Source: an optimization exercise on an open RTL-to-GDS flow (aim: small area, a short achievable clock period and few clock cycles per item). Production flows keep margins and buffers that such runs may drop. In this exercise RTL edits were held to simulation tests only and were not proved equivalent to the original. Power is estimated from default activity; no workload was simulated.

## oak
==> flow/design.v (excerpt) <==
module bds_top
(
  input  logic        clk,
  input  logic        rst,
  input  logic        query_valid,
  output logic        query_stall,
  input  logic [27:0] query_clock_hz,
  input  logic [22:0] query_baud_wanted,
  output logic        result_valid,
  input  logic        result_stall,
  output logic [4:0]  result_osr_field,
  output logic [12:0] result_sbr_divisor,
  output logic        result_both_edge,
  output logic [27:0] result_rate_error,
  output logic        result_divisor_overflow
);
Settings: LEC_CHECK=0, CAP_MARGIN=20, CORE_MARGIN=2, CORE_UTILIZATION=50, SETUP_SLACK_MARGIN=4.5, SLEW_MARGIN=20; clock period 8.0 ns.
run.sh (not shown) runs the stock make flow with config.mk's settings and CLKGATE_MAP_FILE= SYNTH_SCRIPT=/design/flow/synth_recipe.tcl, a recipe that flattens the netlist after the stock synthesis.
Testbench counts of oak, summed over its fixed seeds: cycles 16,795, queries 256.
Relative to oak, the following input files were edited for pine:
-- flow/design.v --
<<< oak, line 207
  logic [1:0]  gtop1;      
  logic [1:0]  gtop2;      
  logic [1:0]  gdec;       
  logic [4:0]  m_next;
>>> pine, line 207
  logic [1:0]  gtop1;      
  logic [1:0]  gtop2;      
  logic [1:0]  gtop3;      
  logic [1:0]  gdec;       
  logic [4:0]  m_next;
<<< oak, line 220
    gtop1 = 2'b0;
    gtop2 = 2'b0;
    gdec  = 2'b0;
    for (int i = 0; i < 11; i++) begin
>>> pine, line 221
    gtop1 = 2'b0;
    gtop2 = 2'b0;
    gtop3 = 2'b0;
    gdec  = 2'b0;
    for (int i = 0; i < 11; i++) begin
<<< oak, line 225
      if (top == 4'(i + 1)) gtop1 = qpad[2*i +: 2];
      if (top == 4'(i + 2)) gtop2 = qpad[2*i +: 2];
      if (grp == 4'(i + 1)) gdec = qpad[2*i +: 2];
    end
>>> pine, line 227
      if (top == 4'(i + 1)) gtop1 = qpad[2*i +: 2];
      if (top == 4'(i + 2)) gtop2 = qpad[2*i +: 2];
      if (top == 4'(i + 3)) gtop3 = qpad[2*i +: 2];
      if (grp == 4'(i + 1)) gdec = qpad[2*i +: 2];
    end
<<< oak, line 249
  assign dffff_next = (grp <= 4'd7) ? (dffff & (&q2)) : dffff;
  logic        pre2;
  logic [4:0]  mrem_init;
  logic [3:0]  grp_init;
>>> pine, line 252
  assign dffff_next = (grp <= 4'd7) ? (dffff & (&q2)) : dffff;
  logic        pre2;
  logic        pre3;
  logic [4:0]  mrem_init;
  logic [3:0]  grp_init;
<<< oak, line 254
  logic        dffff_init;
  always_comb begin
    pre2 = (sosr_d >= 6'd15) && (top >= 4'd2);
    if (top == 4'd0) begin
      mrem_init  = 5'd0;
>>> pine, line 258
  logic        dffff_init;
  always_comb begin
    pre3 = (top >= 4'd3) && ({gtop, gtop1, gtop2} <= sosr_d);
    pre2 = (top >= 4'd2) && ({2'b0, gtop, gtop1} <= sosr_d);
    if (top == 4'd0) begin
      mrem_init  = 5'd0;
<<< oak, line 260
      gbits_init = gtop;
      dffff_init = 1'b0;
    end else if (pre2) begin
      mrem_init  = {1'b0, gtop, gtop1};
>>> pine, line 265
      gbits_init = gtop;
      dffff_init = 1'b0;
    end else if (pre3) begin
      mrem_init  = {gtop[0], gtop1, gtop2};
      grp_init   = top - 4'd3;
      gbits_init = gtop3;
      dffff_init = (top >= 4'd10);
    end else if (pre2) begin
      mrem_init  = {1'b0, gtop, gtop1};
[summary]
Critical path endpoint: u_search.rem[2] -> oak, u_search.mrem[0] -> pine
Count of plain and timing-repair buffers in the layout up 49 in pine wrt oak
Comparing pine and oak, power per cell area is lower on pine.
Between pine and oak, the clock power is higher for oak.
Diff oak..pine | sum of negative setup slack | unchanged
Count of multi-input combinational gates | pine above oak
oak: done, clean on timing, DRC and antenna
pine reached the final stage; the timing, DRC and antenna checks on its layout passed.
Compared to oak, pine has minimum clock period after layout 1.19 ns higher.
Post-synthesis mux area share of pine is on par with oak.
Diff pine and oak: worst setup timing slack at the placement stage lower in pine
Summary of pine over oak: summed instance area of the synthesized netlist went up by 5.0%, total placed instance area picked up an extra about 5%, number of inserted diodes now larger.
Testbench counts of pine, summed over its fixed seeds: cycles 16,274, queries 256.

-- separate check: timing with driven ports --
The results above use ideal ports. As a check the final layouts listed here were re-extracted and re-timed, cells and wires unchanged.
Step 1: set_driving_cell puts a clkbuf_16 on clk and a buf_2 on each other input, an assumption about the parent block.
Step 2 adds t to the input delays and takes it off the output delays; t is the mean of the earliest and latest rising clock arrival at the registers after step 1. Input paths then give back, and output paths get back, about the clock's delay inside the block.
a / b / c = no drivers / after step 1 / after step 2; a / b = the first two.
run | shift t [ns] | setup slack, ns | worst hold slack (ns) | worst register clock-pin slew, ns
oak | 0.611 | 4.434 / 4.434 / 4.434 | 0.455 / 0.455 / 0.455 | 0.07 / 0.07
pine | 0.614 | 3.239 / 3.239 / 3.239 | 0.451 / 0.451 / 0.451 | 0.07 / 0.07
After both steps setup and hold are still met in every run listed.
